Background: an optimization exercise with open tools, aiming at small area, a short achievable clock period and few clock cycles per item. Do not read the settings as production practice. At most, simulation tests tie the RTL to the original design; equivalence was not proved. For runs 5 and 6, only the layout was checked, not whether the RTL still works. Power and IR drop assume default switching activity.

==> flow/design.v (outline; a module is shown in full before it is edited, if it fits) <==
// module vas_m1_tree: 377 lines
// module vas_m2_tree: 392 lines
// module vision_approach_steering: 298 lines
module vision_approach_steering (
   input  logic                          clock,
   input  logic                          reset,
   input  logic                          req_valid,
   output logic                          req_stall,
   input  logic [34:0]                   req_data,
   output logic                          rsp_valid,
   input  logic                          rsp_stall,
   output logic [39:0]                   rsp_data,
   input  logic                          csr_valid,
   output logic                          csr_ready,
   input  logic [2:0]                    csr_index,
   input  logic [15:0]                   csr_wdata
);
  // ...
==> flow/run.sh <==
#!/bin/bash
# synth_recipe.tcl (not shown) runs the flow's synth.tcl, then flattens the netlist and writes it again
# the make line also repeats each setting of config.mk as NAME=value (left out here)
make -C /OpenROAD-flow-scripts/flow DESIGN_CONFIG=/design/flow/config.mk WORK_HOME=/design/flow/orfs CLKGATE_MAP_FILE= SYNTH_SCRIPT=/design/flow/synth_recipe.tcl finish
==> flow/config.mk <==
export PLATFORM = sky130hd
export DESIGN_NAME = vision_approach_steering
export DESIGN_NICKNAME = vision_approach_steering
export VERILOG_FILES = /design/flow/design.v
export SDC_FILE = /design/flow/constraint.sdc
export NUM_CORES = 4
export LEC_CHECK = 0
export CAP_MARGIN = 20
export CORE_MARGIN = 2
export CORE_UTILIZATION = 60
export SETUP_SLACK_MARGIN = 5
export SLEW_MARGIN = 20
==> flow/constraint.sdc <==
create_clock -name core_clock -period 11.0 [get_ports {clock}]
set_input_delay 2.2000 -clock core_clock [delete_from_list [all_inputs] [get_ports {clock}]]
set_output_delay 2.2000 -clock core_clock [all_outputs]
set_load 0.01 [all_outputs]
==> impl_metrics.env, run 1 <==
export IMPL_crit_type="primary input to register"
export IMPL_antenna_diode_count=3
export IMPL_ant_nets=0
export IMPL_muxShareOfSynthArea_pct=2.55
export IMPL_placed_area_mm2=0.0310
export IMPL_buffers=156
export IMPL_final_nets=3377
export IMPL_whs_ns=0.411
export IMPL_slew_headroom_pct=25.3
export IMPL_multi_input_area_share_pct=52.0
export IMPL_wl_met1_um=36700
export IMPL_synth_edff_count=259
export IMPL_dieArea_mm2=0.0510
export IMPL_synth_top_area_share_pct=26.4
export IMPL_drv_cap=0
export IMPL_largestPowerGroup="combinational cells"
export IMPL_cp_depth=14
export IMPL_dieHeight_um=226
export IMPL_dp_slack_ns=4.93
export IMPL_regArea_mm2=0.0108
export IMPL_outcome="complete, no violations"
export IMPL_vias=23200
export IMPL_synth_xor_area_share_pct=8.93
export IMPL_powerClk_mw=1.49
export IMPL_largest_cell_class="multi-input gates"
export IMPL_sh_seq_area_pct=33.4
export IMPL_met2_usage_pct=51.3
export IMPL_nClkBuffers=60
export IMPL_fin_crit_sh_pct=50.2
export IMPL_top_regs="o_rsp: 40 flops, d_s: 32 flops, d_c: 31 flops"
export IMPL_final_nonclk_buf_share_pct=4.41
export IMPL_whs_path_depth=0
export IMPL_regToRegEndpoint="d_s[17]$_DFFE_PN_"
export IMPL_yosysSeqAreaShare_pct=36.7
Testbench counts, summed over its fixed seeds: cycles 4,986, items 4,800.
==> run 2, diff against run 1 <==
--- a/flow/config.mk
+++ b/flow/config.mk
@@ -6,4 +6,5 @@
 export NUM_CORES = 4
 export LEC_CHECK = 0
+export ABC_CLOCK_PERIOD_IN_PS = 3500
 export CAP_MARGIN = 20
 export CORE_MARGIN = 2
==> impl_metrics.env, run 2 <==
export IMPL_tritoncts="done"
export IMPL_yosysTopAreaCell="edfxtp_1"
export IMPL_comb_power_share_pct=58.5
export IMPL_routabilityCongestion=0.973
export IMPL_synthTopCellsByArea="edfxtp_1 26%, fa_1 13%, dfxtp_1 10%, xnor2_1 6.8%, ha_1 6.1%"
export IMPL_post_cts_buffers=0
export IMPL_clock_sinks=412
export IMPL_via_per_inst=6.28
export IMPL_crit_chain="clkdlybuf4s50_1, or4_1, a21oi_1, o221ai_1, a221oi_1, inv_1, ha_1, mux2i_1, a32oi_1, o21ai_1, a21oi_1, inv_1, ha_1, mux2_2"
export IMPL_hold_path_class="register to register"
export IMPL_synth_edff_count=259
export IMPL_leakagePower_nw=12.8
export IMPL_dp_hpwl_um=63400
export IMPL_syn_avg_cell_area_um2=9.88
export IMPL_syn_cell_area_mm2=0.0295
export IMPL_clockRootBuffer="clkbuf_16"
export IMPL_initial_core_util_pct=60.5
export IMPL_routed_wl_um=86600
export IMPL_r2r_start="tg_neg_ff[4]$_SDFFE_PP1P_"
export IMPL_fin_crit_sh_pct=50.2
export IMPL_hold_path_end="d_spd[11]$_DFFE_PN_"
export IMPL_whs_path_depth=0
export IMPL_clkSlewWorstSetupHoldPaths_ns=0.06
export IMPL_synth_nets=3378
export IMPL_startpoint_type="primary input"
export IMPL_tns_ns=0
export IMPL_drc=0
export IMPL_endpoint_kind="register"
export IMPL_outcome="complete, no violations"
export IMPL_top_regs="o_rsp: 40 flops, d_s: 32 flops, d_c: 31 flops"
export IMPL_portBuffers=100
export IMPL_cts_htree_levels=2
export IMPL_worst_pin_slew_ns=1.12
export IMPL_rows=81
export IMPL_regToRegEndpoint="d_s[17]$_DFFE_PN_"
export IMPL_dieArea_mm2=0.0510
export IMPL_avgRoutedWirePerCell_um=23.5
export IMPL_drv_cap=0
export IMPL_grt_start_max_net_pins=103
export IMPL_max_vdd_ir_drop_v=0.000153
export IMPL_die_x_um=226
export IMPL_yosysSeqAreaShare_pct=36.7
export IMPL_grt_ovfl_total=0
export IMPL_dieHeight_um=226
export IMPL_crit_path_top_delay_cell="or4_1"
export IMPL_yosys_most_used_dff="edfxtp_1"
export IMPL_first_pass_iters=8
export IMPL_finalSetupViolations=0
export IMPL_finalPower_mw=9.53
export IMPL_cp_max_fo=7
export IMPL_swShare_pct=45.0
export IMPL_slowest_delay_ns=0.55
export IMPL_vias=23200
export IMPL_drive_gt1_share_pct=6.02
export IMPL_cts_resized=0
export IMPL_final_nets=3377
export IMPL_power_frac_seq_pct=25.9
export IMPL_p_int_mw=5.24
export IMPL_rsz0062_at_grt="false"
export IMPL_min_delay_start="c_spd[11]$_SDFFCE_PP0N_"
export IMPL_synthCells=2988
export IMPL_switchingPower_mw=4.29
export IMPL_rrSetupSlack_ns=6.59
export IMPL_cts_hold_buffers_added=0
export IMPL_grt_first_pass_wirelength_um=132000
export IMPL_crit_type="primary input to register"
export IMPL_required_ns=11.47
export IMPL_final_max_slew_violation_count=0
export IMPL_ys_top_cells_by_count="268 x nand2_1, 267 x inv_1, 259 x edfxtp_1"
export IMPL_synth_distinct_cells=89
export IMPL_rr_worst_depth=7
export IMPL_fmax_ghz=0.181
export IMPL_core_area_mm2=0.0487
export IMPL_clock_latency_ns=0.58
export IMPL_power_density_mw_per_mm2=294
export IMPL_max_flop_register="o_rsp"
export IMPL_crit_arrival_ns=5.99
export IMPL_clockPowerShare_pct=15.7
export IMPL_drt_initial_drc_count=2720
export IMPL_largest_reg_flops=40
export IMPL_ios=102
export IMPL_hold_viol_final=0
export IMPL_area_growth_pct=10.0
export IMPL_clock_skew_ns=0.0151
export IMPL_ant_nets=0
export IMPL_grt_pass1_vias=22200
export IMPL_grt_use_total_pct=34.2
export IMPL_finalCriticalPeriod_ns=5.52
export IMPL_yosysMostFrequentCell="nand2_1"
export IMPL_synth_top_area_share_pct=26.4
export IMPL_slew_headroom_pct=25.3
export IMPL_cts_buffer_depth=3
export IMPL_yosysWarnings=1
export IMPL_cts_made_buffers=45
export IMPL_async_flop_share_pct=0
export IMPL_antenna_found_initial=3
export IMPL_ys_seq_elements=412
export IMPL_layout_common_cells="267 x nand2_1, 267 x inv_1, 259 x edfxtp_1"
## run 2: cell counts after synthesis
Identical to the previous run, type by type.
## run 2: worst max-delay path, delay by kind of cell
family | cells | cell delay (ns)
AO/OA/AOI/OAI | 6 | 1.58
adder cells (fa/ha/maj) | 2 | 0.53
buffers and inverters | 3 | 0.78
multiplexers | 2 | 0.34
AND/OR/NAND/NOR | 1 | 0.55
## run 2: cells by family (layout without fill, tap and decap cells)
kind of cell	Yosys count	count (layout)	synth area share (%)
adder cells (fa/ha/maj)	331	331	18.8
other	1	4	0.0127
AND/OR/NAND/NOR	658	658	10.4
flip-flops	412	412	36.7
AO/OA/AOI/OAI	737	737	16.4
buffers and inverters	478	512	6.18
multiplexers	72	72	2.55
XOR/XNOR	299	299	8.93
## run 2: routing by layer
layer	track usage [%]	up-vias	routed length, um
met2	51.3	1191	37900
met4	12.5	4	3270
met3	6.51	204	8770
li1	-	10500	-
met1	49.4	11300	36700
met5	0	-	22
## run 2: power by group through the flow
stage	clock network, mW	logic, mW	registers [mW]
after global placement	0	5.23	2.48
after global routing	1.58	6.14	2.49
after floorplan	0	3.61	2.37
final	1.49	5.57	2.47
after CTS	1.51	5.45	2.46
after detailed placement	0	5.42	2.49
## run 2: how the worst max path moves through the flow
stage / startpoint / to / slack, ns / cells past startpoint
after floorplan: rsp_stall / a_tab_b[16]$_DFF_P_ / 5.63 / 8
after global placement: req_data[25] / a_tab_b[16]$_DFF_P_ / 5.09 / 14
after detailed placement: req_data[25] / a_tab_b[16]$_DFF_P_ / 4.93 / 14
after CTS: req_data[25] / a_tab_b[16]$_DFF_P_ / 5.53 / 14
after global routing: req_data[25] / a_tab_b[16]$_DFF_P_ / 5.25 / 14
final: req_data[25] / a_tab_b[16]$_DFF_P_ / 5.48 / 14
## run 2: through the flow
step	util [%]	cell area [um2]	hold WS, ns	instances	worst slack, ns
detailed placement	63.5	31000	0.405	3603	4.93
finish	66.6	32500	0.411	3689	5.48
global route	66.6	32500	0.425	3686	5.25
floorplan	-	29500	0.400	2988	5.63
CTS	66.5	32400	0.417	3685	5.53
global placement	63.5	31000	0.400	3603	5.09
## run 2: final cells by class
| class | count | area (um2) |
|---|---|---|
| fill | 3872 | 16300 |
| timing repair buffer | 156 | 1430 |
| tap | 664 | 831 |
| inverter | 274 | 1030 |
| clock buffer | 60 | 1240 |
| sequential | 412 | 10800 |
| multi-input combinational | 2098 | 16900 |
| antenna | 3 | 7.51 |
| clock inverter | 22 | 213 |
==> run 3, diff against run 2 <==
==> flow/flow/run.sh (new file) <==
#!/bin/bash
set -uo pipefail
bash standard.sh SETUP_SLACK_MARGIN=7.6 finish > standard.log 2>&1
status=$?
tail -n 40 standard.log
exit $status
==> flow/standard.sh (new file) <==
#!/bin/bash
# synth_recipe.tcl (not shown) runs the flow's synth.tcl, then flattens the netlist and writes it again
# the make line also repeats each setting of config.mk as NAME=value (left out here)
make -C /OpenROAD-flow-scripts/flow DESIGN_CONFIG=/design/flow/config.mk WORK_HOME=/design/flow/orfs CLKGATE_MAP_FILE= SYNTH_SCRIPT=/design/flow/synth_recipe.tcl "${@:-finish}"
--- a/flow/config.mk
+++ b/flow/config.mk
@@ -6,8 +6,6 @@
 export NUM_CORES = 4
 export LEC_CHECK = 0
-export ABC_CLOCK_PERIOD_IN_PS = 3500
 export CAP_MARGIN = 20
 export CORE_MARGIN = 2
-export CORE_UTILIZATION = 60
-export SETUP_SLACK_MARGIN = 5
+export CORE_UTILIZATION = 50
 export SLEW_MARGIN = 20
removed: flow/run.sh
==> impl_metrics.env, run 3 <==
export IMPL_final_common_cell="edfxtp_1"
export IMPL_ios=102
export IMPL_grt_use_total_pct=29.5
export IMPL_synthTopCellsByArea="edfxtp_1 26%, fa_1 13%, dfxtp_1 10%, xnor2_1 6.8%, ha_1 6.1%"
export IMPL_leakagePower_nw=14.6
export IMPL_tns_ns=0
export IMPL_power_frac_seq_pct=24.1
export IMPL_synthCells=2988
export IMPL_p_int_mw=5.71
export IMPL_yosys_most_used_dff="edfxtp_1"
export IMPL_ant_nets=0
export IMPL_syn_avg_cell_area_um2=9.88
export IMPL_largest_reg_flops=40
export IMPL_yosysTopAreaCell="edfxtp_1"
export IMPL_hold_viol_final=0
export IMPL_synth_top_area_share_pct=26.4
export IMPL_dieHeight_um=247
export IMPL_rows=89
export IMPL_portBuffers=100
export IMPL_yosysMostFrequentCell="nand2_1"
export IMPL_area_growth_pct=24.2
export IMPL_fmax_ghz=0.223
export IMPL_clockPowerShare_pct=15.6
export IMPL_ys_seq_elements=412
export IMPL_fin_crit_sh_pct=40.7
export IMPL_synth_edff_count=259
export IMPL_drc=0
export IMPL_syn_cell_area_mm2=0.0295
export IMPL_routabilityCongestion=0.946
export IMPL_grt_first_pass_wirelength_um=139000
export IMPL_power_density_mw_per_mm2=277
export IMPL_switchingPower_mw=4.44
export IMPL_antenna_found_initial=1
export IMPL_synth_distinct_cells=89
export IMPL_yosysSeqAreaShare_pct=36.7
export IMPL_die_x_um=247
export IMPL_finalCriticalPeriod_ns=4.48
export IMPL_async_flop_share_pct=0
export IMPL_finalSetupViolations=0
export IMPL_max_vdd_ir_drop_v=0.000192
export IMPL_startpoint_type="primary input"
export IMPL_drv_cap=0
export IMPL_cts_made_buffers=48
export IMPL_rsz0062_at_grt="true"
export IMPL_crit_arrival_ns=4.97
export IMPL_clock_sinks=412
export IMPL_required_ns=11.49
export IMPL_layout_common_cells="259 x edfxtp_1, 255 x nand2_1, 232 x inv_1"
export IMPL_comb_power_share_pct=60.4
export IMPL_vias=24100
export IMPL_final_max_slew_violation_count=0
export IMPL_top_regs="o_rsp: 40 flops, d_s: 32 flops, d_c: 31 flops"
export IMPL_max_flop_register="o_rsp"
export IMPL_routed_wl_um=91500
export IMPL_ys_top_cells_by_count="268 x nand2_1, 267 x inv_1, 259 x edfxtp_1"
export IMPL_dp_slack_ns=5.46
export IMPL_clkSlewWorstSetupHoldPaths_ns=0.06
export IMPL_via_per_inst=6.03
export IMPL_dp_hpwl_um=62300
export IMPL_initial_core_util_pct=50.3
export IMPL_grt_start_max_net_pins=164
export IMPL_tritoncts="done"
export IMPL_cp_max_fo=4
export IMPL_fin_ws_ns=6.52
export IMPL_worst_pin_slew_ns=1.03
export IMPL_clock_latency_ns=0.61
export IMPL_yosysWarnings=1
export IMPL_core_area_mm2=0.0587
export IMPL_cts_buffer_depth=3
export IMPL_first_pass_iters=6
export IMPL_grt_ovfl_total=0
export IMPL_cts_htree_levels=2
export IMPL_synth_nets=3378
export IMPL_grt_pass1_vias=23900
export IMPL_hold_path_class="register to register"
export IMPL_slew_headroom_pct=31.3
export IMPL_outcome="complete, no violations"
export IMPL_endpoint_kind="register"
export IMPL_dieArea_mm2=0.0610
export IMPL_final_nets=3571
export IMPL_drive_gt1_share_pct=23.6
export IMPL_clock_skew_ns=0.0248
export IMPL_drt_initial_drc_count=2424
export IMPL_clockRootBuffer="clkbuf_16"
export IMPL_avgRoutedWirePerCell_um=22.9
export IMPL_swShare_pct=43.7
export IMPL_crit_type="primary input to register"
==> run 3: cell types whose count changed in the layout (fill, tap and decap cells not counted), moves of 40 or more <==
cell             previous run  this run
fa_2                        0        45
buf_12                      1        41
fa_1                      186       141
buf_2                       0        45
clkdlybuf4s50_1            99         8
buf_4                      56       165
==> run 3: cells by family (layout without fill, tap and decap cells) <==
family          after synthesis  count (layout)  synth area share [%]
fa+ha+maj                   331             331                  18.8
flops                       412             412                  36.7
other cells                   1               2                0.0127
compound gates              737             738                  16.4
xor+xnor                    299             299                  8.93
simple gates                658             662                  10.4
buf+inv                     478             706                  6.18
mux                          72              72                  2.55
==> run 3: through the flow <==
step	cell area (um2)	hold slack [ns]	instances	util [%]	power (mW)
2_1_floorplan	30600	0.400	2988	-	6.12
5_1_grt	36700	0.422	3994	62.5	10.9
4_1_cts	35700	0.417	3951	60.9	9.79
3_5_place_dp	31500	0.405	3677	53.7	7.75
6_report	36700	0.416	3995	62.5	10.1
3_3_place_gp	31500	0.405	3677	53.7	7.65
==> run 3: final cells by class <==
class	instances	area, um2
fill	4643	22000
multi-input combinational	2103	18800
sequential	412	10900
timing repair buffer	342	3330
clock buffer	63	1290
inverter	274	1070
tap	773	967
clock inverter	27	272
antenna	1	2.50
==> run 3: critical path, stage by stage <==
cell	delay [ns]
buf_8	0.10
or4_4	0.53
a21oi_4	0.18
buf_4	0.14
o21a_1	0.15
a211oi_2	0.07
inv_1	0.10
ha_4	0.13
inv_2	0.03
a2bb2oi_2	0.15
o21ai_1	0.14
o21ai_1	0.12
mux2_4	0.31
buf_4	0.17
ha_1	0.19
mux2_2	0.26
==> run 3: power groups by stage <==
stage | Clock, mW | Sequential, mW | Combinational, mW
after detailed placement | 0 | 2.50 | 5.25
after floorplan | 0 | 2.38 | 3.74
after global placement | 0 | 2.49 | 5.16
final | 1.58 | 2.44 | 6.12
after CTS | 1.60 | 2.45 | 5.74
after global routing | 1.66 | 2.47 | 6.72
==> run 3: layer usage <==
layer | track usage, % | part of all wire, % | up-vias
met3 | 6.05 | 7.3 | 313
met2 | 47.4 | 46 | 1105
met1 | 37.6 | 41 | 11800
li1 | - | - | 10900
met4 | 15.7 | 5.9 | 0
met5 | 0 | 0 | -
==> run 3: worst paths after layout <==
check,to,startpoint,cells after the start,slack (ns)
setup / recovery,a_tab_b[6]$_DFF_P_,req_data[24],16,6.52
hold / removal,o_rsp[31]$_DFFE_PN_,d_spd[7]$_DFFE_PN_,0,0.42
setup reg to reg,b_s[15]$_DFFE_PN_,r0_rec[24]$_DFFE_PN_,14,7.11
hold reg to reg,o_rsp[31]$_DFFE_PN_,d_spd[7]$_DFFE_PN_,0,0.42
==> run 3: repair_timing <==
| item | in CTS | in global routing |
|---|---|---|
| hold buffers | 0 | 0 |
| endpoints found under the setup margin | 474 | 350 |
| resized for setup | 507 | 189 |
| cloned | 8 | 2 |
| buffers inserted | 176 | 41 |
| pin swaps | 105 | 67 |
==> run 4, diff against run 3 <==
==> flow/flow/run.sh (replaced) <==
#!/bin/bash
set -uo pipefail
bash standard.sh SETUP_SLACK_MARGIN=7.0 finish > standard.log 2>&1
status=$?
tail -n 40 standard.log
exit $status
==> impl_metrics.env, run 4 <==
export IMPL_outcome="complete, no violations"
export IMPL_final_max_slew_violation_count=0
export IMPL_grt_pass1_vias=22500
export IMPL_slowest_delay_ns=0.54
export IMPL_required_ns=11.48
export IMPL_ant_nets=0
export IMPL_leakagePower_nw=13.4
export IMPL_grt_start_max_net_pins=99
export IMPL_fin_crit_sh_pct=40.5
export IMPL_cts_made_buffers=45
export IMPL_finalPower_mw=9.74
export IMPL_cts_htree_levels=2
export IMPL_crit_chain="buf_8, or4_4, a21oi_4, o221ai_2, a221oi_2, inv_1, ha_4, mux2i_2, a32oi_2, o21ai_4, a21oi_4, inv_4, ha_4, mux2_4"
export IMPL_yosysWarnings=1
export IMPL_clock_skew_ns=0.0243
export IMPL_max_flop_register="o_rsp"
export IMPL_final_nets=3444
export IMPL_tns_ns=0
export IMPL_drc=0
export IMPL_synth_top_area_share_pct=26.4
export IMPL_ios=102
export IMPL_cp_top_family="compound AO/OA/AOI/OAI gates"
export IMPL_rows=89
export IMPL_drive_gt1_share_pct=10.6
export IMPL_placed_area_mm2=0.0313
export IMPL_finalSetupViolations=0
export IMPL_dp_hpwl_um=66100
export IMPL_synth_distinct_cells=89
export IMPL_top_regs="o_rsp: 40 flops, d_s: 32 flops, d_c: 31 flops"
export IMPL_worst_pin_slew_ns=1.07
export IMPL_final_common_cell="nand2_1"
export IMPL_rsz0062_at_grt="true"
export IMPL_whs_ns=0.418
export IMPL_rrSetupSlack_ns=7.06
export IMPL_startpoint_type="primary input"
export IMPL_hold_path_class="register to register"
export IMPL_final_cells=3862
export IMPL_yosysMostFrequentCell="nand2_1"
export IMPL_first_pass_iters=6
export IMPL_portBuffers=100
export IMPL_cp_max_fo=3
export IMPL_synthTopCellsByArea="edfxtp_1 26%, fa_1 13%, dfxtp_1 10%, xnor2_1 6.8%, ha_1 6.1%"
export IMPL_critPathBufInv=3
export IMPL_synth_nets=3378
export IMPL_dp_cells=3719
export IMPL_ys_top_cells_by_count="268 x nand2_1, 267 x inv_1, 259 x edfxtp_1"
export IMPL_fmax_ghz=0.224
export IMPL_crit_arrival_ns=4.94
export IMPL_clkSlewWorstSetupHoldPaths_ns=0.06
export IMPL_tritoncts="done"
export IMPL_hold_viol_final=0
export IMPL_yosysTopAreaCell="edfxtp_1"
export IMPL_routed_wl_um=91400
export IMPL_clock_sinks=412
export IMPL_grt_ovfl_total=0
export IMPL_die_x_um=247
export IMPL_max_vdd_ir_drop_v=0.000210
export IMPL_core_area_mm2=0.0587
export IMPL_yosysSeqAreaShare_pct=36.7
export IMPL_routabilityCongestion=0.964
export IMPL_largest_reg_flops=40
export IMPL_power_density_mw_per_mm2=289
export IMPL_finalCriticalPeriod_ns=4.46
export IMPL_initial_core_util_pct=50.3
export IMPL_dieArea_mm2=0.0610
export IMPL_clockRootBuffer="clkbuf_16"
export IMPL_grt_use_total_pct=30.0
export IMPL_grt_first_pass_wirelength_um=138000
export IMPL_avgRoutedWirePerCell_um=23.7
export IMPL_endpoint_kind="register"
export IMPL_ys_seq_elements=412
export IMPL_crit_type="primary input to register"
export IMPL_drt_initial_drc_count=2521
export IMPL_async_flop_share_pct=0
export IMPL_synthCells=2988
export IMPL_area_growth_pct=14.4
export IMPL_drv_cap=0
export IMPL_yosys_most_used_dff="edfxtp_1"
export IMPL_cts_hold_buffers_added=0
export IMPL_syn_avg_cell_area_um2=9.88
export IMPL_syn_cell_area_mm2=0.0295
export IMPL_clock_latency_ns=0.59
export IMPL_fin_ws_ns=6.54
export IMPL_dieHeight_um=247
export IMPL_slew_headroom_pct=28.6
export IMPL_final_util_pct=57.5
export IMPL_layout_common_cells="265 x nand2_1, 261 x inv_1, 259 x edfxtp_1"
export IMPL_cts_buffer_depth=3
export IMPL_dp_slack_ns=5.31
export IMPL_design_area_mm2=0.0338
export IMPL_via_per_inst=6.04
export IMPL_vias=23300
export IMPL_antenna_found_initial=8
export IMPL_crit_path_top_delay_cell="or4_4"
export IMPL_synth_edff_count=259
## run 4: logic make-up (layout without fill, tap and decap cells)
group                      after synthesis  after routing  synth area share (%)
other                                    1              2                0.0127
AOI/OAI and AO/OA                      737            737                  16.4
and+or+nand+nor                        658            659                  10.4
DFF                                    412            412                  36.7
buffers and inverters                  478            577                  6.18
adders and majority gates              331            331                  18.8
xor gates and xnor gates               299            299                  8.93
muxes                                   72             72                  2.55
## run 4: final cells by class
class	count	area [um2]
fillers	5010	24900
multi-input cells	2099	17300
flip-flops and latches	412	10800
repair buffers	222	2050
clock buffers	54	1200
inverters	274	1050
well taps	773	967
clock inverters	27	309
diodes	1	2.50
## run 4: repair_timing
action | CTS | global route
endpoints found under the setup margin | 212 | 124
cloned | 2 | 0
pin swaps | 23 | 13
buffers inserted | 42 | 17
gates resized for setup | 90 | 58
## run 4: worst paths after layout
kind	depth (start not counted)	from	to
worst max-delay path	14	req_data[24]	a_tab_b[16]$_DFF_P_
worst min-delay path	0	c_spd[8]$_SDFFCE_PP0N_	d_spd[8]$_DFFE_PN_
worst max register to register	13	r0_rec[24]$_DFFE_PN_	b_s[16]$_DFFE_PN_
worst min register to register	0	c_spd[8]$_SDFFCE_PP0N_	d_spd[8]$_DFFE_PN_
## run 4: routing by layer
metal	up-vias	wire length (um)	GRT usage (%)
li1	10600	-	-
met1	11500	40200	42.9
met2	1034	40300	45.8
met3	178	8280	6.44
met4	10	2500	8.22
met5	-	76	0
## run 4: power breakdown
part           switching, mW  total, mW  leakage, nW  internal, mW
Clock                  0.636       1.54        0.736         0.905
Combinational           3.53       5.75         8.52          2.22
Sequential             0.198       2.45         4.14          2.25
Total                   4.36       9.74         13.4          5.38
==> module vision_approach_steering, before the edit <==
module vision_approach_steering (
   input  logic                          clock,
   input  logic                          reset,
   input  logic                          req_valid,
   output logic                          req_stall,
   input  logic [34:0]                   req_data,
   output logic                          rsp_valid,
   input  logic                          rsp_stall,
   output logic [39:0]                   rsp_data,
   input  logic                          csr_valid,
   output logic                          csr_ready,
   input  logic [2:0]                    csr_index,
   input  logic [15:0]                   csr_wdata
);
   logic [14:0] speed_gain_ff, close_threshold_ff, search_floor_ff;
   logic [6:0]  dc_neg_ff;
   logic [7:0]  dc_one_ff, dc_two_ff;
   logic [7:0]  tg_neg_ff, tg_one_ff, tg_two_ff;
   logic        turn_neg_ff;
   logic [23:0] csr_dc_b, csr_tg_b;
   assign csr_ready = 1'b1;
   assign csr_dc_b  = vas_pkg::booth16({1'b0, csr_wdata[14:0]});
   assign csr_tg_b  = vas_pkg::booth16(csr_wdata);
   always_ff @(posedge clock) begin
      if (reset) begin
         speed_gain_ff      <= RST_SPEED_GAIN;
         close_threshold_ff <= RST_CLOSE_THRESHOLD;
         search_floor_ff    <= RST_SEARCH_FLOOR;
         {dc_neg_ff, dc_one_ff, dc_two_ff} <= {RST_DC_BOOTH[22:16], RST_DC_BOOTH[15:0]};
         turn_neg_ff        <= RST_TURN_GAIN[15];
         {tg_neg_ff, tg_one_ff, tg_two_ff} <= RST_TG_BOOTH;
      end else if (csr_valid) begin
         case (csr_index)
            3'd0: speed_gain_ff <= csr_wdata[14:0];
            3'd1: begin
               turn_neg_ff <= csr_wdata[15];
               tg_neg_ff   <= csr_wdata[15] ? (~csr_tg_b[23:16] & (csr_tg_b[15:8] | csr_tg_b[7:0]))
                                            : csr_tg_b[23:16];
               tg_one_ff   <= csr_tg_b[15:8];
               tg_two_ff   <= csr_tg_b[7:0];
            end
            3'd2: close_threshold_ff <= csr_wdata[14:0];
            3'd3: search_floor_ff    <= csr_wdata[14:0];
            3'd4: {dc_neg_ff, dc_one_ff, dc_two_ff} <= {csr_dc_b[22:16], csr_dc_b[15:0]};
            default: ;
         endcase
      end
   end
   logic adv;           
   logic s_v, r0_v, b_v, c_v, d_v, o_v;
   logic hz, a_fire, r0_free, take;
   assign adv       = !o_v || !rsp_stall;
   assign a_fire    = r0_v && adv && !hz;
   assign r0_free   = !r0_v || a_fire;
   assign take      = req_valid && !s_v;
   assign req_stall = s_v;
   localparam int RW = 1 + 1 + 1 + 1 + 1 + 2 + 3 + 16;
   logic [14:0]   in_dist;
   logic [15:0]   in_dir;
   logic [3:0]    in_dir_th, in_dist_th;
   logic [2:0]    in_dir_idx, in_dist_idx, in_entry;
   logic [RW-1:0] in_rec, s_rec, r0_rec;
   function automatic logic dir_far(input logic [15:0] d, input logic [15:0] th);
      dir_far = d[15] ? (d <= 16'(16'd0 - th)) : (d >= th);
   endfunction
   assign in_dist     = req_data[32:18];
   assign in_dir      = req_data[17:2];
   assign in_dist_th  = {in_dist >= 15'(IDX_TH4), in_dist >= 15'(IDX_TH3),
                         in_dist >= 15'(IDX_TH2), in_dist >= 15'(IDX_TH1)};
   assign in_dir_th   = {dir_far(in_dir, 16'd13375), dir_far(in_dir, 16'd10032),
                         dir_far(in_dir, 16'd6688),  dir_far(in_dir, 16'd3344)};
   assign in_dir_idx  = vas_pkg::th_index(in_dir_th);
   assign in_dist_idx = vas_pkg::th_index(in_dist_th);
   assign in_entry    = (in_dist < NEAR_ZERO) ? 3'd0 : vas_pkg::speed_code(in_dir_idx, in_dist_idx);
   assign in_rec      = {req_data[34], req_data[33], req_data[1], req_data[0],
                         in_dist <= close_threshold_ff, vas_pkg::rot_code(in_dir_idx),
                         in_entry, in_dir};
   always_ff @(posedge clock) begin
      if (!s_v) begin
         s_rec <= in_rec;
      end
      if (r0_free) begin
         r0_rec <= s_v ? s_rec : in_rec;
      end
   end
   always_ff @(posedge clock) begin
      if (reset) begin
         s_v  <= 1'b0;
         r0_v <= 1'b0;
      end else begin
         if (r0_free) begin
            r0_v <= s_v || take;
            s_v  <= 1'b0;
         end else begin
            s_v  <= s_v || take;
         end
      end
   end
   logic        r0_cmd, r0_found, r0_arm, r0_claw, r0_reached;
   logic [1:0]  r0_rot;
   logic [2:0]  r0_entry;
   logic [15:0] r0_dir;
   assign {r0_cmd, r0_found, r0_arm, r0_claw, r0_reached, r0_rot, r0_entry, r0_dir} = r0_rec;
   logic [1:0]  mode_ff, mode_in;
   logic [15:0] ldm_ff;         
   logic        ldn_ff;         
   logic        a_seek, a_decay_on, a_dodecay, a_spen, a_zero, a_ldw;
   logic [15:0] a_mul_x, a_dir_mag, a_ldm_in;
   logic        a_ldn_in;
   logic [23:0] a_tab_b;
   logic [7:0]  a_bneg, a_bone, a_btwo;
   logic [29:0] a_s, a_c;
   logic [1:0]  a_tsel;
   logic [4:0]  a_misc;
   assign a_seek     = r0_cmd && (mode_ff == 2'd1);
   assign a_decay_on = ldm_ff >= {1'b0, search_floor_ff};
   assign a_dodecay  = a_seek && !r0_found && a_decay_on;
   assign a_spen     = a_seek && r0_found && !r0_reached;
   assign a_zero     = !(a_seek && (!r0_found || !r0_reached));
   assign a_dir_mag  = r0_dir[15] ? 16'(16'd0 - r0_dir) : r0_dir;
   assign a_tsel = a_zero ? 2'd0 : r0_found ? 2'd1 : a_decay_on ? 2'd2 : 2'd3;
   always_comb begin
      mode_in  = mode_ff;
      a_ldw    = 1'b0;
      a_ldm_in = DIR_INIT;
      a_ldn_in = 1'b0;
      if (!r0_cmd) begin
         mode_in = 2'd0;
         a_ldw   = 1'b1;
      end else begin
         case (mode_ff)
            2'd0: begin
               mode_in = 2'd1;
               a_ldw   = 1'b1;
            end
            2'd1: begin
               if (r0_found) begin
                  a_ldw    = 1'b1;
                  a_ldm_in = a_dir_mag;
                  a_ldn_in = r0_dir[15];
                  if (r0_reached) begin
                     mode_in = 2'd2;
                  end
               end
            end
            2'd2: mode_in = 2'd3;
            default: ;
         endcase
      end
   end
   assign a_misc = {mode_in, a_seek,
                    r0_cmd && (mode_ff == 2'd0) && r0_arm,
                    r0_cmd && (mode_ff == 2'd0) && !r0_claw};
   assign a_tab_b = vas_pkg::entry_booth(r0_entry);
   assign a_mul_x = r0_found ? {1'b0, speed_gain_ff} : ldm_ff;
   assign a_bneg  = r0_found ? a_tab_b[23:16] : {1'b0, dc_neg_ff};
   assign a_bone  = r0_found ? a_tab_b[15:8]  : dc_one_ff;
   assign a_btwo  = r0_found ? a_tab_b[7:0]   : dc_two_ff;
   vas_m1_tree u_m1 (
      .x    (a_mul_x),
      .bneg (a_bneg),
      .bone (a_bone),
      .btwo (a_btwo),
      .s    (a_s),
      .c    (a_c)
   );
   logic [29:0] b_s, b_c;
   logic        b_dodecay, b_n0, b_tneg, b_spen;
   logic [1:0]  b_tsel, b_rot;
   logic [4:0]  b_misc;
   always_ff @(posedge clock) begin
      if (adv) begin
         b_s       <= a_s;
         b_c       <= a_c;
         b_dodecay <= a_dodecay;
         b_n0      <= ldn_ff;
         b_tneg    <= r0_found ? r0_dir[15] : ldn_ff;
         b_spen    <= a_spen;
         b_tsel    <= a_tsel;
         b_rot     <= r0_rot;
         b_misc    <= a_misc;
      end
   end
   assign hz = r0_cmd && !r0_found && b_v && b_dodecay;
   logic [29:0] b_sum;
   logic [15:0] b_r, b_dec, b_t;
   logic [14:0] b_spd;
   logic        b_ldw;
   assign b_sum = b_s + b_c;
   assign b_r   = b_sum[29:14];
   assign b_dec = b_n0 ? ((b_r[15] && (b_r[14:0] != 15'd0)) ? 16'd32768 : b_r)
                       : (b_r[15] ? 16'd32767 : b_r);
   assign b_spd = !b_spen ? 15'd0 :
                  (b_r[15] || (b_r[14] && (b_r[13:0] != 14'd0))) ? 15'd16384 : b_r[14:0];
   assign b_ldw = b_v && adv && b_dodecay;
   always_comb begin
      case (b_tsel)
         2'd0: b_t = 16'd0;
         2'd1: begin
            case (b_rot)
               2'd0: b_t = 16'd1638;
               2'd1: b_t = 16'd3277;
               2'd2: b_t = 16'd4915;
               default: b_t = 16'd6554;
            endcase
         end
         2'd2: b_t = b_dec;
         default: b_t = {1'b0, search_floor_ff};
      endcase
   end
   always_ff @(posedge clock) begin
      if (reset) begin
         mode_ff <= 2'd0;
         ldm_ff  <= DIR_INIT;
         ldn_ff  <= 1'b0;
      end else begin
         if (a_fire) begin
            mode_ff <= mode_in;
         end
         if (a_fire && a_ldw) begin
            ldm_ff <= a_ldm_in;
            ldn_ff <= a_ldn_in;
         end else if (b_ldw) begin
            ldm_ff <= b_dec;
            ldn_ff <= b_n0 && (b_r != 16'd0);
         end
      end
   end
   logic [15:0] c_t;
   logic        c_tneg;
   logic [14:0] c_spd;
   logic [4:0]  c_misc;
   always_ff @(posedge clock) begin
      if (adv) begin
         c_t    <= b_t;
         c_tneg <= turn_neg_ff ^ b_tneg;
         c_spd  <= b_spd;
         c_misc <= b_misc;
      end
   end
   logic [31:0] c_s, c_c;
   vas_m2_tree u_m2 (
      .x    (c_t),
      .bneg (tg_neg_ff),
      .bone (tg_one_ff),
      .btwo (tg_two_ff),
      .kn   (!c_tneg),
      .s    (c_s),
      .c    (c_c)
   );
   logic [31:0] d_s, d_c;
   logic        d_tneg;
   logic [14:0] d_spd;
   logic [4:0]  d_misc;
   always_ff @(posedge clock) begin
      if (adv) begin
         d_s    <= c_s;
         d_c    <= c_c;
         d_tneg <= c_tneg;
         d_spd  <= c_spd;
         d_misc <= c_misc;
      end
   end
   logic [31:0] d_sum;
   logic [15:0] d_turn;
   logic        d_clamp;
   logic [1:0]  d_mode, d_light;
   logic [39:0] d_rsp, o_rsp;
   assign d_sum   = d_s + d_c;
   assign d_clamp = d_tneg ? (!d_sum[31] && (d_sum[30] || d_sum[29] || d_sum[28]))
                           : (d_sum[30] || d_sum[29] || (d_sum[28] && (d_sum[27:14] != 14'd0)));
   assign d_turn  = d_clamp ? (d_tneg ? 16'hc000 : 16'h4000)
                            : (d_tneg ? ~d_sum[29:14] : d_sum[29:14]);
   assign d_mode  = d_misc[4:3];
   assign d_light = (d_mode == 2'd3) ? 2'd2 : ((d_mode == 2'd1) && !d_misc[2]) ? 2'd1 : 2'd0;
   assign d_rsp   = {d_misc[2], d_spd, d_turn, d_light, d_misc[1], d_misc[0],
                     d_mode == 2'd0, d_mode, d_mode == 2'd3};
   always_ff @(posedge clock) begin
      if (adv) begin
         o_rsp <= d_rsp;
      end
   end
   always_ff @(posedge clock) begin
      if (reset) begin
         b_v <= 1'b0;
         c_v <= 1'b0;
         d_v <= 1'b0;
         o_v <= 1'b0;
      end else if (adv) begin
         b_v <= a_fire;
         c_v <= b_v;
         d_v <= c_v;
         o_v <= d_v;
      end
   end
   assign rsp_valid = o_v;
   assign rsp_data  = o_rsp;
endmodule
==> run 5, diff against run 4 <==
--- a/flow/design.v
+++ b/flow/design.v
@@ -37,16 +37,33 @@
    endfunction
    function automatic logic [23:0] entry_booth(input logic [2:0] code);
+      logic [7:0]  oh;
       logic [23:0] v;
-      case (code)
-         3'd0: v = {8'h00, 8'h00, 8'h00};   
-         3'd1: v = {8'h2a, 8'h7f, 8'h00};   
-         3'd2: v = {8'h15, 8'h7f, 8'h00};   
-         3'd3: v = {8'h2b, 8'h02, 8'h7d};   
-         3'd4: v = {8'h40, 8'h80, 8'h40};   
-         3'd5: v = {8'h6a, 8'hff, 8'h00};   
-         3'd6: v = {8'h55, 8'hff, 8'h00};   
-         3'd7: v = {8'h00, 8'h80, 8'h00};   
-         default: v = 24'd0;
-      endcase
+      for (int k = 0; k < 8; k++) begin
+         oh[k] = (code == 3'(k));
+      end
+      v[0] = |(oh & 8'h08);
+      v[1] = |(oh & 8'h00);
+      v[2] = |(oh & 8'h08);
+      v[3] = |(oh & 8'h08);
+      v[4] = |(oh & 8'h08);
+      v[5] = |(oh & 8'h08);
+      v[6] = |(oh & 8'h18);
+      v[7] = |(oh & 8'h00);
+      v[8] = |(oh & 8'h66);
+      v[9] = |(oh & 8'h6e);
+      v[10] = |(oh & 8'h66);
+      v[11] = |(oh & 8'h66);
+      v[12] = |(oh & 8'h66);
+      v[13] = |(oh & 8'h66);
+      v[14] = |(oh & 8'h66);
+      v[15] = |(oh & 8'hf0);
+      v[16] = |(oh & 8'h4c);
+      v[17] = |(oh & 8'h2a);
+      v[18] = |(oh & 8'h44);
+      v[19] = |(oh & 8'h2a);
+      v[20] = |(oh & 8'h44);
+      v[21] = |(oh & 8'h2a);
+      v[22] = |(oh & 8'h70);
+      v[23] = |(oh & 8'h00);
       entry_booth = v;
    endfunction
@@ -970,5 +987,5 @@
    logic [29:0] a_s, a_c;
    logic [1:0]  a_tsel;
-   logic [4:0]  a_misc;
+   logic [2:0]  a_misc;
    assign a_seek     = r0_cmd && (mode_ff == 2'd1);
    assign a_decay_on = ldm_ff >= {1'b0, search_floor_ff};
@@ -1007,7 +1024,7 @@
       end
    end
-   assign a_misc = {mode_in, a_seek,
-                    r0_cmd && (mode_ff == 2'd0) && r0_arm,
-                    r0_cmd && (mode_ff == 2'd0) && !r0_claw};
+   assign a_misc = !r0_cmd          ? 3'd0 :
+                   (mode_ff == 2'd0) ? {1'b1, r0_arm, !r0_claw} :
+                   (mode_ff == 2'd1) ? ((r0_found && r0_reached) ? 3'd2 : 3'd1) : 3'd3;
    assign a_tab_b = vas_pkg::entry_booth(r0_entry);
    assign a_mul_x = r0_found ? {1'b0, speed_gain_ff} : ldm_ff;
@@ -1026,5 +1043,5 @@
    logic        b_dodecay, b_n0, b_tneg, b_spen;
    logic [1:0]  b_tsel, b_rot;
-   logic [4:0]  b_misc;
+   logic [2:0]  b_misc;
    always_ff @(posedge clock) begin
       if (adv) begin
@@ -1088,5 +1105,5 @@
    logic        c_tneg;
    logic [14:0] c_spd;
-   logic [4:0]  c_misc;
+   logic [2:0]  c_misc;
    always_ff @(posedge clock) begin
       if (adv) begin
@@ -1110,5 +1127,5 @@
    logic        d_tneg;
    logic [14:0] d_spd;
-   logic [4:0]  d_misc;
+   logic [2:0]  d_misc;
    always_ff @(posedge clock) begin
       if (adv) begin
@@ -1130,8 +1147,9 @@
    assign d_turn  = d_clamp ? (d_tneg ? 16'hc000 : 16'h4000)
                             : (d_tneg ? ~d_sum[29:14] : d_sum[29:14]);
-   assign d_mode  = d_misc[4:3];
-   assign d_light = (d_mode == 2'd3) ? 2'd2 : ((d_mode == 2'd1) && !d_misc[2]) ? 2'd1 : 2'd0;
-   assign d_rsp   = {d_misc[2], d_spd, d_turn, d_light, d_misc[1], d_misc[0],
-                     d_mode == 2'd0, d_mode, d_mode == 2'd3};
+   assign d_mode  = d_misc[2] ? 2'd1 : d_misc[1:0];
+   assign d_light = d_misc[2] ? 2'd1 : (d_misc == 3'd3) ? 2'd2 : 2'd0;
+   assign d_rsp   = {!d_misc[2] && (d_misc[1] ^ d_misc[0]), d_spd, d_turn, d_light,
+                     d_misc[2] && d_misc[1], d_misc[2] && d_misc[0],
+                     d_misc == 3'd0, d_mode, d_misc == 3'd3};
    always_ff @(posedge clock) begin
       if (adv) begin
==> impl_metrics.env, run 5 <==
export IMPL_yosys_most_used_dff="edfxtp_1"
export IMPL_vias=22600
export IMPL_outcome="complete, no violations"
export IMPL_grt_start_max_net_pins=95
export IMPL_synthTopCellsByArea="edfxtp_1 26%, fa_1 13%, dfxtp_1 9.8%, ha_1 6.3%, xnor2_1 6.2%"
export IMPL_syn_cell_area_mm2=0.0293
export IMPL_whs_path_depth=0
export IMPL_via_per_inst=5.97
export IMPL_top_regs="o_rsp: 40 flops, d_s: 32 flops, d_c: 31 flops"
export IMPL_dp_slack_ns=5.96
export IMPL_final_common_cell="nand2_1"
export IMPL_drive_gt1_share_pct=10.6
export IMPL_drt_initial_drc_count=1819
export IMPL_final_nets=3376
export IMPL_fin_crit_sh_pct=36.1
export IMPL_rsz0062_at_grt="true"
export IMPL_path_common_cell="fa_1"
export IMPL_tns_ns=0
export IMPL_portBuffers=100
export IMPL_yosys_area_share_simple_pct=11.2
export IMPL_avgRoutedWirePerCell_um=22.7
export IMPL_cts_made_buffers=46
export IMPL_async_flop_share_pct=0
export IMPL_hold_path_end="d_spd[9]$_DFFE_PN_"
export IMPL_yosysWarnings=1
export IMPL_yosysSeqAreaShare_pct=35.7
export IMPL_yosysTopAreaCell="edfxtp_1"
export IMPL_cts_buffer_depth=3
export IMPL_grt_pass1_vias=22800
export IMPL_max_vdd_ir_drop_v=0.000229
export IMPL_crit_path_top_delay_cell="fa_1"
export IMPL_required_ns=11.32
export IMPL_hold_viol_final=0
export IMPL_syn_avg_cell_area_um2=9.92
export IMPL_clock_sinks=397
export IMPL_dieArea_mm2=0.0606
export IMPL_finalSetupViolations=0
export IMPL_n_fill_cell=4935
export IMPL_endpoint_kind="register"
export IMPL_antenna_diode_count=0
export IMPL_drc=0
export IMPL_routed_wl_um=86100
export IMPL_dp_hpwl_um=62500
export IMPL_placed_area_mm2=0.0308
export IMPL_synthCells=2956
export IMPL_ys_seq_elements=397
export IMPL_area_growth_pct=13.2
export IMPL_crit_arrival_ns=4.29
export IMPL_worst_pin_slew_ns=0.928
export IMPL_leakagePower_nw=13.0
export IMPL_clkSlewWorstSetupHoldPaths_ns=0.06
export IMPL_synth_fa_ha_area_share_pct=19.0
export IMPL_synth_edff_count=253
export IMPL_rrSetupSlack_ns=7.02
export IMPL_slew_headroom_pct=38.1
export IMPL_ios=102
export IMPL_synth_compound_area_share_pct=16.6
export IMPL_ys_top_cells_by_count="283 x nand2_1, 263 x inv_1, 253 x edfxtp_1"
export IMPL_grt_first_pass_wirelength_um=133000
export IMPL_final_max_slew_violation_count=0
export IMPL_drv_cap=0
export IMPL_muxShareOfSynthArea_pct=1.76
export IMPL_grt_ovfl_total=0
export IMPL_layout_common_cells="278 x nand2_1, 258 x inv_1, 253 x edfxtp_1"
export IMPL_design_area_mm2=0.0332
export IMPL_die_x_um=246
export IMPL_tritoncts="done"
export IMPL_regToRegEndpoint="b_s[22]$_DFFE_PN_"
export IMPL_dieHeight_um=246
export IMPL_largest_reg_flops=40
export IMPL_min_delay_start="c_spd[9]$_SDFFCE_PP0N_"
export IMPL_power_density_mw_per_mm2=276
export IMPL_synth_distinct_cells=100
export IMPL_synth_nets=3349
export IMPL_first_pass_iters=5
export IMPL_grt_use_total_pct=28.4
export IMPL_clockRootBuffer="clkbuf_16"
export IMPL_rr_worst_depth=12
export IMPL_synth_top_family_by_area="adder cells"
export IMPL_finalCriticalPeriod_ns=3.98
export IMPL_routabilityCongestion=0.936
export IMPL_yosysMostFrequentCell="nand2_1"
export IMPL_synth_top_area_share_pct=25.9
export IMPL_startpoint_type="register"
export IMPL_finalPower_mw=9.17
export IMPL_hold_path_class="register to register"
export IMPL_crit_type="register to register"
export IMPL_clock_latency_ns=0.60
export IMPL_clock_skew_ns=0.0321
export IMPL_cp_max_fo=5
export IMPL_synth_xor_area_share_pct=9.28
export IMPL_max_flop_register="o_rsp"
export IMPL_slowest_delay_ns=0.50
export IMPL_crit_chain="ha_2, nor2b_4, nand2_4, o21ai_4, buf_4, a22oi_1, xor2_1, fa_1, fa_1, fa_1, inv_1, fa_1"
export IMPL_r2r_start="r0_rec[17]$_DFFE_PP_"
export IMPL_core_area_mm2=0.0578
export IMPL_fin_ws_ns=7.02
export IMPL_ant_nets=0
export IMPL_antenna_found_initial=0
export IMPL_fmax_ghz=0.252
export IMPL_initial_core_util_pct=50.7
export IMPL_rows=88
export IMPL_cts_htree_levels=2
## run 5: cell count changes after synthesis, sizes merged, moves of 11 or more
cell | before | now
a21oi | 178 | 134
a22oi | 127 | 243
a31oi | 10 | 22
mux2 | 25 | 36
mux2i | 47 | 11
nand2 | 268 | 284
nor2 | 166 | 149
nor3 | 32 | 52
o22ai | 95 | 8
xnor2 | 231 | 210
xor2 | 68 | 98
## run 5: worst max-delay path: cells and delay by family, from the launching register on
kind / cells / cell delay, ns
compound gates: 2 / 0.31
xor+xnor: 1 / 0.26
fa+ha+maj: 5 / 2.05
buf+inv: 2 / 0.24
flops: 1 / 0.49
simple gates: 2 / 0.33
## run 5: kinds of logic (layout without fill, tap and decap cells)
| family | count (synthesis) | after routing |
|---|---|---|
| flip-flops | 397 | 397 |
| XOR/XNOR | 308 | 308 |
| AO/OA/AOI/OAI | 705 | 705 |
| AND/OR/NAND/NOR | 688 | 691 |
| multiplexers | 47 | 47 |
| other | 1 | 1 |
| adder cells (fa/ha/maj) | 334 | 334 |
| buffers and inverters | 476 | 537 |
## run 5: how the worst max path moves through the flow
stage	startpoint	end	slack, ns	depth (start not counted)
2_1_floorplan	rsp_stall	ldm_ff[8]$_SDFFE_PP1P_	6.47	7
6_report	r0_rec[17]$_DFFE_PP_	b_s[22]$_DFFE_PN_	7.02	12
4_1_cts	o_v$_SDFFE_PP0N_	rsp_valid	6.89	1
5_1_grt	r0_rec[16]$_DFFE_PP_	b_s[16]$_DFFE_PN_	6.90	13
3_5_place_dp	rsp_stall	ldm_ff[8]$_SDFFE_PP1P_	5.96	7
3_3_place_gp	rsp_stall	ldm_ff[8]$_SDFFE_PP1P_	5.99	7
## run 5: routing by layer
layer / track usage (%) / share of wire [%]
met3: 3.70 / 6.2
met5: 0 / 0
met1: 37.2 / 42
met4: 12.6 / 4.2
met2: 47.1 / 48
## run 5: metrics by stage
stage          hold slack (ns)  std cells  util (%)
2_1_floorplan            0.400       2956         -
3_3_place_gp             0.405       3649      53.2
3_5_place_dp             0.405       3649      53.2
4_1_cts                  0.416       3754      56.6
5_1_grt                  0.423       3785      57.4
6_report                 0.415       3785      57.4
## run 5: what timing repair did
| action | in CTS | in global routing |
|---|---|---|
| setup endpoints to repair | 220 | 44 |
| endpoints found under the hold margin | 0 | 0 |
| cloned | 3 | 3 |
| gates resized for setup | 52 | 72 |
| setup buffers | 17 | 28 |
| pin swaps | 9 | 30 |
| hold buffers | 0 | 0 |
## run 5: report_power, final
group | switching, mW | internal, mW
Sequential | 0.190 | 2.14
Combinational | 3.24 | 2.02
Clock | 0.645 | 0.934
Total | 4.08 | 5.09
## run 5: cell type report
class                           count  area [um2]  share of cell area [%]
Clock inverter                     28         322                   0.969
Multi-Input combinational cell   2086       17400                    52.4
Timing Repair Buffer              183        1760                    5.29
Tap cell                          765         957                    2.88
Clock buffer                       57        1250                    3.78
Sequential cell                   397       10500                    31.6
Inverter                          269        1020                    3.08
==> run 6, diff against run 5 <==
==> flow/flow/run.sh (replaced) <==
#!/bin/bash
set -uo pipefail
bash standard.sh SETUP_SLACK_MARGIN=7.3 finish > standard.log 2>&1
status=$?
tail -n 40 standard.log
exit $status
==> impl_metrics.env, run 6 <==
export IMPL_slowest_delay_ns=0.52
export IMPL_grt_pass1_vias=23300
export IMPL_yosysWarnings=1
export IMPL_synth_edff_count=253
export IMPL_grt_start_max_net_pins=114
export IMPL_max_flop_register="o_rsp"
export IMPL_async_flop_share_pct=0
export IMPL_crit_type="register to register"
export IMPL_tritoncts="done"
export IMPL_antenna_found_initial=0
export IMPL_final_util_pct=60.1
export IMPL_design_area_mm2=0.0347
export IMPL_core_area_mm2=0.0578
export IMPL_regToRegEndpoint="b_s[16]$_DFFE_PN_"
export IMPL_finalCriticalPeriod_ns=3.95
export IMPL_cts_made_buffers=46
export IMPL_r2r_start="r0_rec[17]$_DFFE_PP_"
export IMPL_grt_ovfl_total=0
export IMPL_whs_ns=0.414
export IMPL_clockRootBuffer="clkbuf_16"
export IMPL_ys_seq_elements=397
export IMPL_syn_avg_cell_area_um2=9.92
export IMPL_outcome="complete, no violations"
export IMPL_syn_cell_area_mm2=0.0293
export IMPL_clkSlewWorstSetupHoldPaths_ns=0.06
export IMPL_routabilityCongestion=0.923
export IMPL_synth_distinct_cells=100
export IMPL_final_common_cell="nand2_1"
export IMPL_leakagePower_nw=13.9
export IMPL_tns_ns=0
export IMPL_crit_path_top_delay_cell="fa_1"
export IMPL_comb_power_share_pct=59.0
export IMPL_required_ns=11.34
export IMPL_dieArea_mm2=0.0606
export IMPL_drc=0
export IMPL_yosysTopAreaCell="edfxtp_1"
export IMPL_largest_reg_flops=40
export IMPL_placed_area_mm2=0.0310
export IMPL_crit_arrival_ns=4.29
export IMPL_ant_nets=0
export IMPL_synthTopCellsByArea="edfxtp_1 26%, fa_1 13%, dfxtp_1 9.8%, ha_1 6.3%, xnor2_1 6.2%"
export IMPL_area_growth_pct=18.5
export IMPL_drv_cap=0
export IMPL_drt_initial_drc_count=1851
export IMPL_rows=88
export IMPL_yosysSeqAreaShare_pct=35.7
export IMPL_top_regs="o_rsp: 40 flops, d_s: 32 flops, d_c: 31 flops"
export IMPL_grt_first_pass_wirelength_um=137000
export IMPL_synth_nets=3349
export IMPL_synth_top_area_share_pct=25.9
export IMPL_synthCells=2956
export IMPL_cp_endpoint="b_s[16]$_DFFE_PN_"
export IMPL_hold_viol_final=0
export IMPL_cts_buffer_depth=3
export IMPL_dp_hpwl_um=62700
export IMPL_grt_use_total_pct=29.5
export IMPL_fin_crit_sh_pct=35.9
export IMPL_yosys_most_used_dff="edfxtp_1"
export IMPL_dieHeight_um=246
export IMPL_path_common_cell="fa_1"
export IMPL_clockPowerShare_pct=16.8
export IMPL_slew_headroom_pct=41.9
export IMPL_portBuffers=100
export IMPL_routed_wl_um=89000
export IMPL_startpoint="r0_rec[17]$_DFFE_PP_"
export IMPL_ys_top_cells_by_count="283 x nand2_1, 263 x inv_1, 253 x edfxtp_1"
export IMPL_clock_sinks=397
export IMPL_power_frac_seq_pct=24.2
export IMPL_rsz0062_at_grt="true"
export IMPL_yosysMostFrequentCell="nand2_1"
export IMPL_layout_common_cells="276 x nand2_1, 253 x edfxtp_1, 247 x inv_1"
export IMPL_vias=23100
export IMPL_via_per_inst=6.00
export IMPL_fin_ws_ns=7.05
export IMPL_final_nets=3438
export IMPL_initial_core_util_pct=50.7
export IMPL_endpoint_kind="register"
export IMPL_rrSetupSlack_ns=7.05
export IMPL_n_fill_cell=4927
export IMPL_p_int_mw=5.41
export IMPL_clock_skew_ns=0.0254
export IMPL_worst_pin_slew_ns=0.870
export IMPL_switchingPower_mw=4.25
export IMPL_max_vdd_ir_drop_v=0.000242
export IMPL_drive_gt1_share_pct=16.5
export IMPL_crit_chain="ha_2, nor2b_4, buf_12, nand2_8, o21ai_2, buf_6, a22oi_1, xor2_1, fa_1, fa_2, fa_1, inv_1, fa_1"
export IMPL_startpoint_type="register"
export IMPL_hold_path_class="register to register"
export IMPL_finalSetupViolations=0
export IMPL_cp_max_fo=6
export IMPL_fmax_ghz=0.253
export IMPL_cts_htree_levels=2
export IMPL_ios=102
export IMPL_first_pass_iters=7
export IMPL_avgRoutedWirePerCell_um=23.1
export IMPL_final_max_slew_violation_count=0
export IMPL_power_density_mw_per_mm2=278
export IMPL_rr_worst_depth=13
export IMPL_dp_slack_ns=5.99
export IMPL_die_x_um=246
export IMPL_clock_latency_ns=0.61
export IMPL_swShare_pct=44.0
[run 6: cell counts after synthesis]
No cell type changed its count.
[run 6: through the flow]
step / cells / power, mW
4_1_cts: 3815 / 9.40
3_5_place_dp: 3644 / 7.52
5_1_grt: 3848 / 10.4
2_1_floorplan: 2956 / 5.90
3_3_place_gp: 3644 / 7.45
6_report: 3849 / 9.66
[run 6: worst min-delay path by stage]
stage                    startpoint                  end  slack (ns)  depth (start not counted)
2_1_floorplan  r0_rec[19]$_DFFE_PP_   b_rot[0]$_DFFE_PN_        0.40                          0
3_3_place_gp    d_spd[11]$_DFFE_PN_  o_rsp[35]$_DFFE_PN_        0.40                          0
3_5_place_dp   r0_rec[20]$_DFFE_PP_   b_rot[1]$_DFFE_PN_        0.40                          0
4_1_cts          d_spd[4]$_DFFE_PN_  o_rsp[28]$_DFFE_PN_        0.42                          0
5_1_grt          d_spd[9]$_DFFE_PN_  o_rsp[33]$_DFFE_PN_        0.42                          0
6_report         d_spd[4]$_DFFE_PN_  o_rsp[28]$_DFFE_PN_        0.41                          0
[run 6: kinds of logic (layout without fill, tap and decap cells)]
family,count (synthesis),in the layout,synth area share [%]
XOR/XNOR,308,308,9.28
AO/OA/AOI/OAI,705,706,16.6
adder cells (fa/ha/maj),334,334,19.0
buffers and inverters,476,599,6.35
flip-flops,397,397,35.7
other,1,2,0.0128
AND/OR/NAND/NOR,688,691,11.2
multiplexers,47,47,1.76
[run 6: final cells by class]
type	instances	area (um2)	area share (%)
Timing Repair Buffer	244	2550	7.35
Tap cell	765	957	2.76
Clock buffer	52	1180	3.41
Clock inverter	34	440	1.27
Antenna cell	1	2.50	0.00720
Sequential cell	397	10500	30.2
Inverter	269	1020	2.95
Multi-Input combinational cell	2087	18100	52.0
[run 6: power by group through the flow]
stage               Clock [mW]  Combinational [mW]  Sequential [mW]
global placement             0                5.08             2.36
finish                    1.63                5.70             2.33
CTS                       1.65                5.41             2.33
floorplan                    0                3.64             2.26
global route              1.71                6.29             2.36
detailed placement           0                5.15             2.36
[run 6: repair_timing]
item                       4_1_cts  5_1_grt
hold buffers                     0        0
pin swaps                       72       70
setup endpoints to repair      313      219
resized for setup              190      123
cloned                           9        0
buffers inserted                76       33
[run 6: worst max-delay path: cells and delay by family (launching register included)]
kind	cells	cell delay, ns
AOI/OAI and AO/OA	2	0.29
xor gates and xnor gates	1	0.27
adders and majority gates	5	2.07
buffers and inverters	3	0.33
DFF	1	0.47
and+or+nand+nor	2	0.24
[run 6: per-layer routing]
metal | track usage, % | share of wire (%)
met5 | 0 | 0
met4 | 14.2 | 4.9
met3 | 4.28 | 6.7
met2 | 48.5 | 47
met1 | 38.2 | 41
==> run 7, diff against run 6 <==
--- a/flow/design.v
+++ b/flow/design.v
@@ -5,5 +5,4 @@
    localparam logic [14:0] RST_SEARCH_FLOOR    = 15'd4915;
    localparam logic [14:0] RST_SEARCH_DECAY    = 15'd14746;
-   localparam logic [23:0] RST_DC_BOOTH = {8'h2b, 8'h82, 8'h3d};
    localparam logic [23:0] RST_TG_BOOTH = {8'h54, 8'h82, 8'h7d};
    localparam logic [15:0] DIR_INIT  = 16'd4915;
@@ -888,12 +887,9 @@
    input  logic [15:0]                   csr_wdata
 );
-   logic [14:0] speed_gain_ff, close_threshold_ff, search_floor_ff;
-   logic [6:0]  dc_neg_ff;
-   logic [7:0]  dc_one_ff, dc_two_ff;
+   logic [14:0] speed_gain_ff, close_threshold_ff, search_floor_ff, search_decay_ff;
    logic [7:0]  tg_neg_ff, tg_one_ff, tg_two_ff;
    logic        turn_neg_ff;
-   logic [23:0] csr_dc_b, csr_tg_b;
+   logic [23:0] csr_tg_b, dc_b;
    assign csr_ready = 1'b1;
-   assign csr_dc_b  = vas_pkg::booth16({1'b0, csr_wdata[14:0]});
    assign csr_tg_b  = vas_pkg::booth16(csr_wdata);
    always_ff @(posedge clock) begin
@@ -902,5 +898,5 @@
          close_threshold_ff <= RST_CLOSE_THRESHOLD;
          search_floor_ff    <= RST_SEARCH_FLOOR;
-         {dc_neg_ff, dc_one_ff, dc_two_ff} <= {RST_DC_BOOTH[22:16], RST_DC_BOOTH[15:0]};
+         search_decay_ff    <= RST_SEARCH_DECAY;
          turn_neg_ff        <= RST_TURN_GAIN[15];
          {tg_neg_ff, tg_one_ff, tg_two_ff} <= RST_TG_BOOTH;
@@ -917,5 +913,5 @@
             3'd2: close_threshold_ff <= csr_wdata[14:0];
             3'd3: search_floor_ff    <= csr_wdata[14:0];
-            3'd4: {dc_neg_ff, dc_one_ff, dc_two_ff} <= {csr_dc_b[22:16], csr_dc_b[15:0]};
+            3'd4: search_decay_ff    <= csr_wdata[14:0];
             default: ;
          endcase
@@ -980,5 +976,5 @@
    logic [15:0] ldm_ff;         
    logic        ldn_ff;         
-   logic        a_seek, a_decay_on, a_dodecay, a_spen, a_zero, a_ldw;
+   logic        a_seek, a_decay_on, a_zero, a_ldw;
    logic [15:0] a_mul_x, a_dir_mag, a_ldm_in;
    logic        a_ldn_in;
@@ -990,6 +986,4 @@
    assign a_seek     = r0_cmd && (mode_ff == 2'd1);
    assign a_decay_on = ldm_ff >= {1'b0, search_floor_ff};
-   assign a_dodecay  = a_seek && !r0_found && a_decay_on;
-   assign a_spen     = a_seek && r0_found && !r0_reached;
    assign a_zero     = !(a_seek && (!r0_found || !r0_reached));
    assign a_dir_mag  = r0_dir[15] ? 16'(16'd0 - r0_dir) : r0_dir;
@@ -1029,7 +1023,8 @@
    assign a_tab_b = vas_pkg::entry_booth(r0_entry);
    assign a_mul_x = r0_found ? {1'b0, speed_gain_ff} : ldm_ff;
-   assign a_bneg  = r0_found ? a_tab_b[23:16] : {1'b0, dc_neg_ff};
-   assign a_bone  = r0_found ? a_tab_b[15:8]  : dc_one_ff;
-   assign a_btwo  = r0_found ? a_tab_b[7:0]   : dc_two_ff;
+   assign dc_b    = vas_pkg::booth16({1'b0, search_decay_ff});
+   assign a_bneg  = r0_found ? a_tab_b[23:16] : dc_b[23:16];
+   assign a_bone  = r0_found ? a_tab_b[15:8]  : dc_b[15:8];
+   assign a_btwo  = r0_found ? a_tab_b[7:0]   : dc_b[7:0];
    vas_m1_tree u_m1 (
       .x    (a_mul_x),
@@ -1041,5 +1036,5 @@
    );
    logic [29:0] b_s, b_c;
-   logic        b_dodecay, b_n0, b_tneg, b_spen;
+   logic        b_dodecay, b_tneg, b_spen;
    logic [1:0]  b_tsel, b_rot;
    logic [2:0]  b_misc;
@@ -1048,8 +1043,5 @@
          b_s       <= a_s;
          b_c       <= a_c;
-         b_dodecay <= a_dodecay;
-         b_n0      <= ldn_ff;
          b_tneg    <= r0_found ? r0_dir[15] : ldn_ff;
-         b_spen    <= a_spen;
          b_tsel    <= a_tsel;
          b_rot     <= r0_rot;
@@ -1057,4 +1049,6 @@
       end
    end
+   assign b_dodecay = b_tsel == 2'd2;
+   assign b_spen    = b_tsel == 2'd1;
    assign hz = r0_cmd && !r0_found && b_v && b_dodecay;
    logic [29:0] b_sum;
@@ -1064,5 +1058,5 @@
    assign b_sum = b_s + b_c;
    assign b_r   = b_sum[29:14];
-   assign b_dec = b_n0 ? ((b_r[15] && (b_r[14:0] != 15'd0)) ? 16'd32768 : b_r)
+   assign b_dec = b_tneg ? ((b_r[15] && (b_r[14:0] != 15'd0)) ? 16'd32768 : b_r)
                        : (b_r[15] ? 16'd32767 : b_r);
    assign b_spd = !b_spen ? 15'd0 :
@@ -1098,5 +1092,5 @@
          end else if (b_ldw) begin
             ldm_ff <= b_dec;
-            ldn_ff <= b_n0 && (b_r != 16'd0);
+            ldn_ff <= b_tneg && (b_r != 16'd0);
          end
       end
==> flow/flow/run.sh (replaced) <==
#!/bin/bash
set -uo pipefail
bash standard.sh SETUP_SLACK_MARGIN=7.0 finish > standard.log 2>&1
status=$?
tail -n 40 standard.log
exit $status
--- a/flow/config.mk
+++ b/flow/config.mk
@@ -6,4 +6,5 @@
 export NUM_CORES = 4
 export LEC_CHECK = 0
+export ABC_AREA = 1
 export CAP_MARGIN = 20
 export CORE_MARGIN = 2
==> impl_metrics.env, run 7 <==
export IMPL_ys_seq_elements=386
export IMPL_crit_chain="buf_6, buf_6, inv_6, ha_4, or2_4, buf_12, o21ai_4, o22ai_1, xor2_1, fa_1, inv_2, fa_2, fa_1, inv_1, fa_1"
export IMPL_final_cells=4400
export IMPL_clock_skew_ns=0.0273
export IMPL_path_common_cell="fa_1"
export IMPL_n_fill_cell=5259
export IMPL_ios=102
export IMPL_dp_slack_ns=5.81
export IMPL_fin_crit_sh_pct=36.4
export IMPL_synthCells=3439
export IMPL_dieArea_mm2=0.0608
export IMPL_die_x_um=247
export IMPL_final_nets=4000
export IMPL_cts_made_buffers=44
export IMPL_hold_path_end="d_spd[7]$_DFFE_PN_"
export IMPL_required_ns=11.34
export IMPL_regToRegEndpoint="b_s[14]$_DFFE_PN_"
export IMPL_cp_max_fo=7
export IMPL_first_pass_iters=6
export IMPL_grt_use_total_pct=30.7
export IMPL_vias=24800
export IMPL_rows=88
export IMPL_initial_core_util_pct=50.8
export IMPL_core_area_mm2=0.0579
export IMPL_cts_hold_buffers_added=0
export IMPL_outcome="complete, no violations"
export IMPL_tritoncts="done"
export IMPL_dp_hpwl_um=68000
export IMPL_fmax_ghz=0.250
export IMPL_crit_path_top_delay_cell="fa_1"
export IMPL_rr_worst_depth=15
export IMPL_finalCriticalPeriod_ns=4.00
export IMPL_whs_ns=0.419
export IMPL_whs_path_depth=0
export IMPL_endpoint_kind="register"
export IMPL_clock_sinks=386
export IMPL_startpoint_type="register"
export IMPL_crit_arrival_ns=4.34
export IMPL_top_regs="o_rsp: 40 flops, d_s: 32 flops, d_c: 31 flops"
export IMPL_final_max_slew_violation_count=0
export IMPL_final_util_pct=59.1
export IMPL_dieHeight_um=247
export IMPL_via_per_inst=5.64
export IMPL_finalSetupViolations=0
export IMPL_rrSetupSlack_ns=7.00
export IMPL_portBuffers=100
export IMPL_max_flop_register="o_rsp"
export IMPL_clock_latency_ns=0.60
export IMPL_drc=0
[run 7: cell families after synthesis]
| logic type | count (synthesis) | synth area share, % |
|---|---|---|
| compound gates | 666 | 13.3 |
| simple gates | 1034 | 14.6 |
| flops | 386 | 34.8 |
| buf+inv | 717 | 9.31 |
| xor+xnor | 293 | 8.75 |
| fa+ha+maj | 342 | 19.3 |
| other cells | 1 | 0.0128 |
[run 7: cell type report]
| type | instances | area [um2] | area share [%] |
|---|---|---|---|
| clock buffers | 57 | 1230 | 3.60 |
| inverters | 578 | 2220 | 6.48 |
| repair buffers | 250 | 2370 | 6.94 |
| well taps | 765 | 957 | 2.80 |
| diodes | 1 | 2.50 | 0.00731 |
| clock inverters | 24 | 174 | 0.508 |
| multi-input cells | 2339 | 17000 | 49.8 |
| flip-flops and latches | 386 | 10200 | 29.9 |
[run 7: worst max-delay path by stage]
stage | startpoint | endpoint | slack, ns | cells past startpoint
final | r0_rec[16]$_DFFE_PP_ | b_s[14]$_DFFE_PN_ | 7.00 | 15
after floorplan | rsp_stall | ldm_ff[10]$_SDFFE_PP0P_ | 6.66 | 11
after CTS | r0_rec[16]$_DFFE_PP_ | b_s[17]$_DFFE_PN_ | 6.93 | 14
after global placement | r0_rec[24]$_DFFE_PP_ | b_s[15]$_DFFE_PN_ | 5.92 | 11
after global routing | r0_rec[16]$_DFFE_PP_ | b_s[18]$_DFFE_PN_ | 6.92 | 16
after detailed placement | r0_rec[24]$_DFFE_PP_ | b_s[17]$_DFFE_PN_ | 5.81 | 11
[run 7: through the flow]
stage          total power [mW]  instance area (um2)
2_1_floorplan              6.66                29500
3_3_place_gp               8.56                31200
3_5_place_dp               8.67                31200
4_1_cts                    10.3                33600
5_1_grt                    11.4                34200
6_report                   10.5                34200
[run 7: where the power goes]
group	internal (mW)	total (mW)	switching, mW
clock network	0.817	1.43	0.616
logic	2.42	6.62	4.20
registers	2.27	2.43	0.169
[run 7: metal layers]
| layer | routed length, um | track usage [%] | vias up | share of wire [%] |
|---|---|---|---|---|
| li1 | - | - | 11600 | - |
| met1 | 41900 | 43.7 | 11900 | 45 |
| met2 | 40300 | 46.9 | 1118 | 43 |
| met3 | 8160 | 6.86 | 178 | 8.8 |
| met4 | 2780 | 8.95 | 4 | 3.0 |
| met5 | 32 | 0 | - | 0.034 |
[run 7: timing repair]
item,in CTS,in global routing
pin swaps,33,36
setup buffers,68,39
resized for setup,114,93
setup endpoints to repair,77,39
gates cloned,6,1
[run 7: worst register-to-register path: stages (launching register included)]
cell,delay (ns)
edfxtp_1,0.38
buf_6,0.16
buf_6,0.13
inv_6,0.06
ha_4,0.20
or2_4,0.29
buf_12,0.15
o21ai_4,0.14
o22ai_1,0.15
xor2_1,0.18
fa_1,0.59
inv_2,0.05
fa_2,0.35
fa_1,0.48
inv_1,0.05
fa_1,0.42
Testbench counts of run 7, summed over its fixed seeds: cycles 4,986, items 4,800.
